Background: an optimization exercise with open tools, aiming at small area, a short achievable clock period and few clock cycles. Do not read the settings as production practice.
In this exercise RTL edits were held to simulation tests only and were not proved equivalent to the original.

==> flow/design.v (excerpt) <==
module symmetric_jacobi_poly_eval
(
    input  logic               clk,
    input  logic               rst_n,
    input  logic               in_valid,
    output logic               in_stall,
    input  logic [2:0]         operation,
    input  logic [5:0]         degree,
    input  logic signed [31:0] x_value,
    output logic               out_valid,
    input  logic               out_stall,
    output logic signed [63:0] result_value,
    output logic               saturated,
    output logic               not_supported,
    input  logic               psel,
    input  logic               penable,
    input  logic               pwrite,
    input  logic [2:0]         paddr,
    input  logic [31:0]        pwdata,
    output logic [31:0]        prdata,
    output logic               pready
);
Size: ~660 flip-flops, ~0.092 mm2 of cells after synthesis.
export LEC_CHECK = 0
export ABC_CLOCK_PERIOD_IN_PS = 15000
export CAP_MARGIN = 20
export CORE_MARGIN = 2
export CORE_UTILIZATION = 55
export PLACE_DENSITY = 0.75
export SETUP_SLACK_MARGIN = 5
export SLEW_MARGIN = 20
create_clock -name core_clock -period 16.0 [get_ports {clk}]
standard.sh (not shown) runs the stock make flow with config.mk's settings and CLKGATE_MAP_FILE= SYNTH_SCRIPT=/design/flow/synth_recipe.tcl, a recipe that flattens the netlist after the stock synthesis.
==> flow/flow/run.sh <==
#!/bin/bash
set -euo pipefail
MARGIN_NS=8
sed -e "s/ SETUP_SLACK_MARGIN=[0-9.]*//" \
    -e "s/CLKGATE_MAP_FILE= /CLKGATE_MAP_FILE= SETUP_SLACK_MARGIN=${MARGIN_NS} /" \
    standard.sh > standard_margin.sh
grep -q "SETUP_SLACK_MARGIN=${MARGIN_NS}" standard_margin.sh
bash standard_margin.sh > flow_make.log 2>&1
Testbench counts at the start, summed over its fixed seeds: cycles 70,716.
Change:
--- a/flow/design.v
+++ b/flow/design.v
@@ -404,25 +404,22 @@
             sk_z[k] = !(sk_s[(k >> 3) + 1] | (|(sk_x[8 * (k >> 3) +: 8] >> (k & 7))));
         sk_l = 4'd0;
         for (int b = 0; b < 13; b++)
             if (dnext[b])
                 sk_l = 4'(b);
         for (int t = 1; t <= 7; t++)
         begin
             sk_a[t] = 1'b0;
             for (int l = 0; l < 13; l++)
                 if (sk_l == 4'(l))
                     sk_a[t] = sk_z[91 + l - 8 * t];
-            if (t <= 6)
-                if (sk_z[107 - 8 * t] && (sk_x[94 - 8 * t +: 13] < dnext - 13'd2))
-                    sk_a[t] = 1'b1;
             sk_p[t] = (ii == nq) || ((pmag >> (64 - 8 * t)) == 64'd0);
         end
         sk = 3'd0;
         for (int t = 1; t <= 7; t++)
             if (sk_a[t] && sk_p[t])
                 sk = 3'(t);
     end
     logic [127:0] fn_sum;
     logic [79:0]  fn_q;
     logic [63:0]  fn_lim, fn_mag, fn_val;
     logic [127:0] fn_neg;
@@ -575,30 +572,27 @@
         end
         case (state)
             S_WARM:
             begin
                 if (warm_last && nq < 7'd2)
                     c1x <= f_weight ? 62'(xabs) : 62'(mult);
                 else
                     c1x <= 62'(c1x_a[45:0]);
                 xj  <= xj_a[37:0];
                 c2  <= dbl ? (c2 + {4'b0, jj, 2'b0} + 13'd2) : (c2 + {5'b0, jj, 1'b0});
                 jj  <= dbl ? (jj + 7'd2) : (jj + 7'd1);
-                if (warm_last)
-                begin
-                    pmag   <= (nq != 7'd0) ? {2'b0, xj, 24'b0} : {pmag[39:0], 24'b0};
-                    cnt    <= 4'd3;
-                    pstart <= 4'd3;
-                end
                 if (warm_last && nq != 7'd0)
+                begin
+                    pmag  <= 64'(xj);
                     psign <= xsign;
+                end
                 cur_na   <= 1'b0;
                 psub     <= 1'b1;
                 pconst   <= 1'b1;
                 psrc_div <= 1'b0;
                 pmode    <= (nq >= 7'd2) ? M_REC : M_FIN;
             end
             S_PASS:
             begin
                 if (!x2busy)
                 begin
                     cnt    <= (cnt == 4'(ND - 1)) ? 4'd0 : cnt + 4'd1;
Outcome: The new run passed the timing, DRC and antenna checks. Routed wire length went down by 6.0%. Setup slack is worse by 0.29 ns. Synthesized cell count goes down by about 2%. Synthesized area came out lower by about 1.8%. Global-route usage falls by 1.6 points. Via count fell by 1.9%. Register-to-register slack loses 0.29 ns. Maximum frequency went down by 3.0%. Die area falls by about 1.7%. Clock-buffer cell count came out lower by 10. Utilization shrinks by 0.89 points.
Testbench counts after the change, summed over its fixed seeds: cycles 75,254.

---

Another version of the RTL of symmetric_jacobi_poly_eval (not shown whole).
For scale: roughly 180 I/O pins.
==> flow/config.mk <==
export PLATFORM = sky130hd
export DESIGN_NAME = symmetric_jacobi_poly_eval
export DESIGN_NICKNAME = symmetric_jacobi_poly_eval
export VERILOG_FILES = /design/flow/design.v
export SDC_FILE = /design/flow/constraint.sdc
export NUM_CORES = 4
export LEC_CHECK = 0
export ABC_CLOCK_PERIOD_IN_PS = 15000
export CAP_MARGIN = 20
export CORE_MARGIN = 2
export CORE_UTILIZATION = 55
export PLACE_DENSITY = 0.75
export SETUP_SLACK_MARGIN = 5
export SLEW_MARGIN = 20
==> flow/constraint.sdc <==
create_clock -name core_clock -period 16.0 [get_ports {clk}]
set_input_delay 3.2000 -clock core_clock [delete_from_list [all_inputs] [get_ports {clk}]]
set_output_delay 3.2000 -clock core_clock [all_outputs]
set_load 0.01 [all_outputs]
Scripts as last shown in full above: flow/flow/run.sh
Testbench counts at the start, summed over its fixed seeds: cycles 100,054.
Rerun with:
--- a/flow/design.v
+++ b/flow/design.v
@@ -100,16 +100,17 @@
     always_ff @(posedge clk)
     begin
         if (psel && !penable)
             prd_reg <= paddr[2] ? 4'd0 : order_reg;
     end
     assign prdata = {28'b0, prd_reg};
     logic [2:0]   state;
     logic [3:0]   cnt;          
+    logic [3:0]   pstart;       
     logic         x2act;        
     logic [1:0]   xcnt;
     logic         wload;        
     logic         dv;           
     logic         dfirst;
     logic [1:0]   dmode;
     logic [R-1:0] dig_a;
     logic [21:0]  tb_r;         
@@ -379,16 +380,50 @@
     always_comb
     begin
         cb_s   = acc[127];
         cb_t   = bk_add(acc ^ {128{cb_s}}, {86'b0, dnext, 29'b0}, cb_s);
         cb_T   = cb_t[127:30];
         cb_neg = cur_na ^ cb_s;
         {cb_ovf, cb_sat} = comb_chk(cb_T, cb_neg, dnext);
     end
+    logic [2:0]   sk;
+    logic [3:0]   sk_l;            
+    logic [127:0] sk_x;            
+    logic [15:0]  sk_b;            
+    logic [16:0]  sk_s;            
+    logic [103:35] sk_z;           
+    logic [7:1]   sk_a, sk_p;
+    always_comb
+    begin
+        sk_x = acc ^ {128{acc[127]}};
+        for (int j = 0; j < 16; j++)
+            sk_b[j] = |sk_x[8 * j +: 8];
+        sk_s[16] = 1'b0;
+        for (int j = 15; j >= 0; j--)
+            sk_s[j] = sk_s[j + 1] | sk_b[j];
+        for (int k = 35; k <= 103; k++)
+            sk_z[k] = !(sk_s[(k >> 3) + 1] | (|(sk_x[8 * (k >> 3) +: 8] >> (k & 7))));
+        sk_l = 4'd0;
+        for (int b = 0; b < 13; b++)
+            if (dnext[b])
+                sk_l = 4'(b);
+        for (int t = 1; t <= 7; t++)
+        begin
+            sk_a[t] = 1'b0;
+            for (int l = 0; l < 13; l++)
+                if (sk_l == 4'(l))
+                    sk_a[t] = sk_z[91 + l - 8 * t];
+            sk_p[t] = (ii == nq) || ((pmag >> (64 - 8 * t)) == 64'd0);
+        end
+        sk = 3'd0;
+        for (int t = 1; t <= 7; t++)
+            if (sk_a[t] && sk_p[t])
+                sk = 3'(t);
+    end
     logic [127:0] fn_sum;
     logic [79:0]  fn_q;
     logic [63:0]  fn_lim, fn_mag, fn_val;
     logic [127:0] fn_neg;
     logic         fn_over;
     always_comb
     begin
         fn_sum = bk_add(f_weight ? {59'b0, acc[127:59]} : {47'b0, acc[80:0]}, 128'd0, 1'b1);
@@ -512,16 +547,17 @@
             c2       <= '0;
             jj       <= {6'b0, j0};
             dnext    <= {6'b0, kq_c, 2'b0} + 13'd4;
             ii       <= 7'd2;
             pmag     <= 64'h0000_0000_4000_0000;
             psign    <= 1'b0;
             sat_r    <= 1'b0;
             cnt      <= 4'd0;
+            pstart   <= 4'd0;
         end
         if (!x2act)
             xcnt <= 2'd0;
         if (x2act)
         begin
             xcnt   <= xcnt + 2'd1;
             dig_a  <= xabs[31 - R * xcnt -: R];
             dfirst <= (xcnt == 2'd0);
@@ -539,33 +575,36 @@
             begin
                 if (warm_last && nq < 7'd2)
                     c1x <= f_weight ? 62'(xabs) : 62'(mult);
                 else
                     c1x <= 62'(c1x_a[45:0]);
                 xj  <= xj_a[37:0];
                 c2  <= dbl ? (c2 + {4'b0, jj, 2'b0} + 13'd2) : (c2 + {5'b0, jj, 1'b0});
                 jj  <= dbl ? (jj + 7'd2) : (jj + 7'd1);
-                if (warm_last && nq != 7'd0)
+                if (warm_last)
                 begin
-                    pmag  <= 64'(xj);
-                    psign <= xsign;
+                    pmag   <= (nq != 7'd0) ? {2'b0, xj, 24'b0} : {pmag[39:0], 24'b0};
+                    cnt    <= 4'd3;
+                    pstart <= 4'd3;
                 end
+                if (warm_last && nq != 7'd0)
+                    psign <= xsign;
                 cur_na   <= 1'b0;
                 psub     <= 1'b1;
                 pconst   <= 1'b1;
                 psrc_div <= 1'b0;
                 pmode    <= (nq >= 7'd2) ? M_REC : M_FIN;
             end
             S_PASS:
             begin
                 if (!x2busy)
                 begin
                     cnt    <= (cnt == 4'(ND - 1)) ? 4'd0 : cnt + 4'd1;
-                    dfirst <= (cnt == 4'd0);
+                    dfirst <= (cnt == pstart);
                     dmode  <= pmode;
                     tb_r   <= b_term;
                     if (psrc_div)
                     begin
                         dig_a <= div_dig;
                         pmag  <= {pmag[63-R:0], div_dig};
                         rem   <= dv_rem;
                         dvd   <= {dvd[63-R:0], {R{1'b0}}};
@@ -576,18 +615,20 @@
                     begin
                         dig_a <= pmag[63:64-R];
                         pmag  <= {pmag[63-R:0], pmag[63:64-R]};
                     end
                 end
             end
             S_COMB:
             begin
-                rem      <= cb_T[76:64];
-                dvd      <= cb_T[63:0];
+                {rem, dvd} <= cb_T[76:0] << (R * sk);
+                pmag     <= pmag << (R * sk);
+                cnt      <= {1'b0, sk};
+                pstart   <= {1'b0, sk};
                 ddiv     <= dnext;
                 ddiv3    <= {2'b0, dnext} + {1'b0, dnext, 1'b0};
                 ddiv5    <= {3'b0, dnext} + {1'b0, dnext, 2'b0};
                 ddiv7    <= {dnext, 3'b0} - {3'b0, dnext};
                 ovf      <= cb_ovf;
                 dneg     <= cb_neg;
                 sat_r    <= sat_r | cb_sat;
                 cur_na   <= xsign ^ cb_neg;
What happened: The changed run finished with timing, DRC and antenna clean; design area went up by 6.2%; clock-buffer cell count went down by 14; final cell count came out higher by 8.4%; routed wire length climbs by 22%; global-route usage rises by 5.0 points.
Testbench counts after the change, summed over its fixed seeds: cycles 74,330.

==> afterwards: timing with drivers on the ports <==
No port has a modelled driver above. Below, the same layouts with a new extraction and two added sets of constraints.
Step 1, drivers: a clkbuf_16 drives clk and a buf_2 each remaining input, both assumed.
Step 2 adds t to the input delays and takes it off the output delays; t is the mean of the earliest and latest rising clock arrival at the registers after step 1. Input paths then give back, and output paths get back, about the clock's delay inside the block.
Three values: no drivers, after step 1, after step 2; two values: the first two.
run	t (ns)	setup slack, ns	worst setup path at the end	latest minus earliest clock arrival (ns)
the first run of note 1	0.818	6.775 / 6.775 / 6.775	register to register	0.088 / 0.088
the second run of note 1	0.801	6.488 / 6.488 / 6.488	register to register	0.039 / 0.039
the first run of note 2	0.791	7.146 / 7.146 / 7.146	register to register	0.041 / 0.040
the second run of note 2	0.796	6.998 / 6.998 / 6.998	register to register	0.054 / 0.054
After both steps setup and hold are still met in every run listed.
